Background: an optimization exercise with open tools, aiming at small area, a short achievable clock period and few clock cycles. Do not read the settings as production practice. Where RTL was checked, it was by simulation tests only, not by an equivalence proof against the original.

nickel:
// neuron_pe
module neuron_pe #(
    parameter int N     = 6,
    parameter int BITS  = 16,
    parameter int FRAC  = 8
) (
    input  logic                  clk,
    input  logic                  rst_n,
    input  logic                  load_w,
    input  logic                  start,
    input  logic                  bp,
    input  logic [1:0]            act_sel,
    input  logic [N*BITS-1:0]     x,
    input  logic [N*BITS-1:0]     w,
    input  logic [BITS-1:0]       b,
    input  logic [BITS-1:0]       dz_in,
    input  logic [BITS-1:0]       w_in,
    input  logic [BITS-1:0]       lr,
    output logic                  busy,
    output logic                  done,
    output logic [BITS-1:0]       y,
    output logic [(N+1)*BITS-1:0] w_out
);
Size: roughly 2600 cells after synthesis, ~350 flip-flops, about 22000 sq um of cells after synthesis.
clock: 22.0 ns
lec_check: 0
abc_area: 1
cap_margin: 20
core_margin: 2
core_utilization: 40
cts_buf_list: sky130_fd_sc_hd__clkbuf_4 sky130_fd_sc_hd__clkbuf_8
cts_cluster_size: 30
slew_margin: 60
standard.sh (not shown) runs the stock make flow with config.mk's settings and CLKGATE_MAP_FILE= SYNTH_SCRIPT=/design/flow/synth_recipe.tcl, a recipe that flattens the netlist after the stock synthesis.
==> flow/flow/run.sh <==
#!/bin/bash
# Layout flow: the standard ORFS flow (standard synthesis unchanged), with
# the port buffers that global placement inserts made plain buf_1 cells
# instead of the default delay buffers. Every port still gets its buffer.
set -euo pipefail
export BUFFER_PORTS_ARGS="-buffer_cell sky130_fd_sc_hd__buf_1"
bash standard.sh > standard.log 2>&1
nickel reached the final stage; the timing, DRC and antenna checks on its layout passed.
Testbench counts of nickel, summed over its fixed seeds: cycles 10,392.
Here is what was changed in the inputs of raven compared with nickel.
diff --git a/flow/config.mk b/flow/config.mk
--- a/flow/config.mk
+++ b/flow/config.mk
@@ -12 +12 @@
-export CTS_BUF_LIST = sky130_fd_sc_hd__clkbuf_4 sky130_fd_sc_hd__clkbuf_8
+export CTS_CLUSTER_DIAMETER = 100
@@ -14 +14 @@
-export SLEW_MARGIN = 60
+export SLEW_MARGIN = 70
Notes after the runs:
raven: all stages complete, timing, DRC and antenna checks passed. Slew at the pin closest to its max-slew limit down 0.16 ns in raven wrt nickel. D[8]$_DFFE_PP_ as the termination of the worst setup path was reported by raven, and D[5]$_DFFE_PP_ by nickel. Summary of raven over nickel: total of plain and repair buffers excluding clock buffers higher, global-route usage lower, logic depth of the worst setup path including buffers lower. Multi-input combinational cell count: raven vs nickel identical. The headroom to the max-slew limit of raven exceeds that of nickel by 11 points.
diff inputs: raven => cedar
diff --git a/flow/config.mk b/flow/config.mk
--- a/flow/config.mk
+++ b/flow/config.mk
@@ -12 +12 @@
-export CTS_CLUSTER_DIAMETER = 100
+export CTS_CLUSTER_DIAMETER = 80
@@ -14 +14 @@
-export SLEW_MARGIN = 70
+export SLEW_MARGIN = 50
### Flow results
cedar ended with less antenna diode instance count than raven.
Relative to raven, the achievable frequency of cedar is lower by about 9%.
Diff raven -> cedar: area share of buffers outside the clock network shrank by 0.96 points; global-route track usage on met1 shows no meaningful change; final area fell about 0.7%; layout filler cell count flat.
cedar gives less number of placed instances, taps included than raven did.
cedar vs raven, launching instance or port of the critical path: load_w vs r0[0]$_DFF_P_
Fraction of synthesis flops using an asynchronous set or reset pin: cedar vs raven identical
Min data arrival time of the worst path across raven and cedar: raven
Cmp cedar vs raven: global-route wire length before repair lower in cedar
Inputs modified between cedar and amber:
diff --git a/flow/config.mk b/flow/config.mk
--- a/flow/config.mk
+++ b/flow/config.mk
@@ -14 +14,2 @@
-export SLEW_MARGIN = 50
+export PLACE_DENSITY = 0.7
+export SLEW_MARGIN = 70
==> run notes <==
- amber vs cedar — pin count of the biggest net entering global routing dropped about 14%.
- Compared amber vs cedar, and sequential share of cell area is down in amber.
- Upper clock frequency limit ends up higher on amber.
- On amber: placement-stage worst setup slack is 0.62 ns higher than what cedar gave.
- As far as instance count of the mapped netlist goes, cedar and amber are indistinguishable; the numbers are identical.
- Min final critical-path share of the clock period across cedar and amber: amber
- The run showing the greater iteration-0 DRC count of the detailed router is cedar.


Another version of the RTL of neuron_pe (not shown whole).
Size in the first run: roughly 350 flip-flops, roughly 390 I/O pins.
export LEC_CHECK = 0
export ABC_AREA = 1
export CAP_MARGIN = 20
export CORE_MARGIN = 2
export CORE_UTILIZATION = 40
export CTS_CLUSTER_DIAMETER = 80
export CTS_CLUSTER_SIZE = 35
export SLEW_MARGIN = 70
create_clock -name core_clock -period 22.0 [get_ports {clk}]
Scripts as last shown in full above: flow/flow/run.sh
Rerun with:
Settings changed: CTS_CLUSTER_SIZE 35 to 30.
Outcome: Hold slack loses 3.1 ps. Cell area stays flat. Utilization shrinks by 0.11 points. Setup slack hardly moves. Maximum frequency stays flat.
No run of this note included a check of the RTL's function; only the layout flow was run.


P:
neuron_pe, a different RTL version from the one above (not shown whole).
Size in the first run: roughly 390 I/O pins, roughly 0.024 mm^2 of cells after synthesis.
==> flow/design.v (excerpt) <==
module neuron_pe #(
    parameter int N     = 6,
    parameter int BITS  = 16,
    parameter int FRAC  = 8
) (
    input  logic                  clk,
    input  logic                  rst_n,
    input  logic                  load_w,
    input  logic                  start,
    input  logic                  bp,
    input  logic [1:0]            act_sel,
    input  logic [N*BITS-1:0]     x,
    input  logic [N*BITS-1:0]     w,
    input  logic [BITS-1:0]       b,
    input  logic [BITS-1:0]       dz_in,
    input  logic [BITS-1:0]       w_in,
    input  logic [BITS-1:0]       lr,
    output logic                  busy,
    output logic                  done,
    output logic [BITS-1:0]       y,
    output logic [(N+1)*BITS-1:0] w_out
);
Settings: LEC_CHECK=0, ABC_AREA=1, CAP_MARGIN=20, CORE_MARGIN=2, CORE_UTILIZATION=40, SLEW_MARGIN=20; clock period 22.0 ns.
Scripts as last shown in full above: flow/flow/run.sh
Testbench counts of P, summed over its fixed seeds: cycles 10,392.
[inputs] Q vs P
Settings: swapping 20 for 60 in CAP_MARGIN; swapping 20 for 80 in SLEW_MARGIN.
--- outcome ---
Q has completed all stages; timing, DRC and antenna checks passed.
On average routed wire per standard cell, the lower figure sits with Q, not P.
Looking at register-to-register slack, Q sits 0.61 ns higher than P does.
When the final numbers for P and Q were put side by side, the number of global-route vias before repair turned out to be smaller in P.
Routed wire length across P and Q: no real change.
Against P as the reference, Q delivers a higher upper clock frequency limit.
On Q: non-clock buffer count is about 20% higher than what P gave.
Q and P ended up with roughly the same hold slack.


lane 1:
neuron_pe with an RTL version that a note above also has.
Size in the first run: roughly 2600 cells after synthesis, about 390 I/O pins, roughly 0.022 mm² of cells after synthesis.
Settings: LEC_CHECK=0, ABC_AREA=1, CAP_MARGIN=20, CORE_MARGIN=2, CORE_UTILIZATION=40, CTS_CLUSTER_DIAMETER=80, CTS_CLUSTER_SIZE=30, GPL_ROUTABILITY_DRIVEN=0, SLEW_MARGIN=70; clock period 22.0 ns.
Scripts as last shown in full above: flow/flow/run.sh
Testbench counts of lane 1, summed over its fixed seeds: cycles 10,392.
#### Input delta (lane 2 over lane 1)
Settings: a deleted CTS_CLUSTER_SIZE that had been 30; a deleted GPL_ROUTABILITY_DRIVEN that had been 0; a deleted CTS_CLUSTER_DIAMETER that had been 80; a change of CAP_MARGIN from 20 to 60; a change of SLEW_MARGIN from 70 to 80.
## What came out
- Lane 2 closes out successfully: all stages finished, all timing, DRC and antenna checks passed.
- Lane 1 went all the way through the flow, and no timing, DRC or antenna check failed.
- Lane 2 ends up with higher worst setup slack than lane 1 does.
- Between lane 2 and lane 1, it is lane 2 whose clock network contribution to total cell area is higher, by 2.7 points.
- Looking at last element of the critical path, the D[1]$_DFFE_PP_ result is from lane 2; the D[14]$_DFFE_PP_ one comes from lane 1.
- Worst-case register-to-register setup slack on lane 2 is up relative to lane 1.
Setup changes, lane 2 to lane 3
Settings: SLEW_MARGIN changed from 80 to 70; CTS_CLUSTER_DIAMETER newly set to 80; CAP_MARGIN changed from 60 to 20; CTS_CLUSTER_SIZE newly set to 30.
==> run notes <==
- Changes observed in lane 3 relative to lane 2: detailed-route wire length lower, multi-input gate area in the final layout lower, depth of the CTS H-tree lower.
- Going from lane 2 to lane 3, estimated wirelength of the detail-placed design fell about 1.2%; met1 wire length fell about 1.4%.
What lane 4 does differently from lane 3 at the input level:
Settings: clearing CTS_CLUSTER_DIAMETER, which used to be 80; clearing CTS_CLUSTER_SIZE, which used to be 30.
Findings:
Lane 4 has completed all stages; timing, DRC and antenna checks passed.
As far as first-pass GRT wire length is concerned, lane 3 and lane 4 perform about the same.
Lane 4 vs. lane 3: routed via count went up, routed length on met3 now larger, share of post-route cells with drive strength above 1 increased by 0.47 points relative to the old numbers.


run Z:
neuron_pe again, from the RTL that the note above started with.
Design neuron_pe, start of the top module:
module neuron_pe #(
    parameter int N     = 6,
    parameter int BITS  = 16,
    parameter int FRAC  = 8
) (
    input  logic                  clk,
    input  logic                  rst_n,
    input  logic                  load_w,
    input  logic                  start,
    input  logic                  bp,
    input  logic [1:0]            act_sel,
    input  logic [N*BITS-1:0]     x,
    input  logic [N*BITS-1:0]     w,
    input  logic [BITS-1:0]       b,
    input  logic [BITS-1:0]       dz_in,
    input  logic [BITS-1:0]       w_in,
    input  logic [BITS-1:0]       lr,
    output logic                  busy,
    output logic                  done,
    output logic [BITS-1:0]       y,
    output logic [(N+1)*BITS-1:0] w_out
);
Settings: LEC_CHECK=0, ABC_AREA=1, CAP_MARGIN=0, CORE_MARGIN=2, CORE_UTILIZATION=40, CTS_CLUSTER_DIAMETER=80, CTS_CLUSTER_SIZE=30, SLEW_MARGIN=70; clock period 22.0 ns.
Scripts as last shown in full above: flow/flow/run.sh
Testbench counts of run Z, summed over its fixed seeds: cycles 10,392.
diff inputs: run Z => run B
- CTS_CLUSTER_SIZE now 40, was 30
- CTS_CLUSTER_DIAMETER now 60, was 80
- CAP_MARGIN now 20, was 0
--- outcome ---
- Run B ended up with more standard cells than run Z.
- [compare] base=run Z new=run B: combined global-route utilization of all metal layers moved up.
- Overall via count from detail_route: run Z vs run B — no meaningful difference

-- afterwards: timing with drivers on the ports --
How much do the figures lean on ideal ports? The routed layouts below were timed once more, with nothing changed but the port constraints.
Step 1: set_driving_cell puts a clkbuf_16 on clk and a buf_2 on each other input, an assumption about the parent block.
Step 2 also shifts input and output timing later by t, the mid clock arrival at the registers, as if the neighbouring blocks saw the same clock.
a / b / c = no drivers / after step 1 / after step 2; a / b = the first two.
| run | shift t [ns] | setup slack, ns | hold WS [ns] | worst setup path after step 2 | pins driven straight from the clock port |
|---|---|---|---|---|---|
| nickel | 0.732 | 16.028 / 16.028 / 15.551 | 0.495 / 0.495 / 0.495 | input to register | 1 |
| raven | 0.603 | 16.233 / 16.212 / 15.830 | 0.501 / 0.501 / 0.501 | input to register | 1 |
| cedar | 0.630 | 15.664 / 15.705 / 15.075 | 0.506 / 0.506 / 0.506 | input to register | 1 |
| amber | 0.620 | 16.225 / 16.225 / 15.740 | 0.499 / 0.499 / 0.499 | input to register | 1 |
| the first run of note 2 | 0.657 | 16.002 / 16.002 / 15.769 | 0.517 / 0.517 / 0.517 | input to register | 1 |
| the second run of note 2 | 0.651 | 16.004 / 16.004 / 15.723 | 0.514 / 0.514 / 0.514 | input to register | 1 |
| P | 0.658 | 15.732 / 15.732 / 15.153 | 0.505 / 0.505 / 0.505 | input to register | 1 |
| Q | 0.639 | 16.244 / 16.196 / 15.638 | 0.504 / 0.504 / 0.504 | input to register | 1 |
| lane 1 | 0.611 | 16.229 / 16.225 / 15.757 | 0.499 / 0.499 / 0.499 | input to register | 1 |
| lane 2 | 0.615 | 16.267 / 16.229 / 15.827 | 0.495 / 0.495 / 0.495 | input to register | 1 |
| lane 3 | 0.635 | 16.263 / 16.206 / 15.721 | 0.500 / 0.500 / 0.500 | input to register | 1 |
| lane 4 | 0.622 | 16.192 / 16.192 / 15.729 | 0.491 / 0.491 / 0.491 | input to register | 1 |
| run Z | 0.635 | 16.263 / 16.206 / 15.721 | 0.500 / 0.500 / 0.500 | input to register | 1 |
| run B | 0.618 | 16.248 / 16.248 / 15.764 | 0.494 / 0.494 / 0.494 | input to register | 1 |
After both steps every run listed still meets setup and hold. The setup slack of Q, which loses most, moves by -0.048 ns with the drivers and by -0.606 ns with both steps.
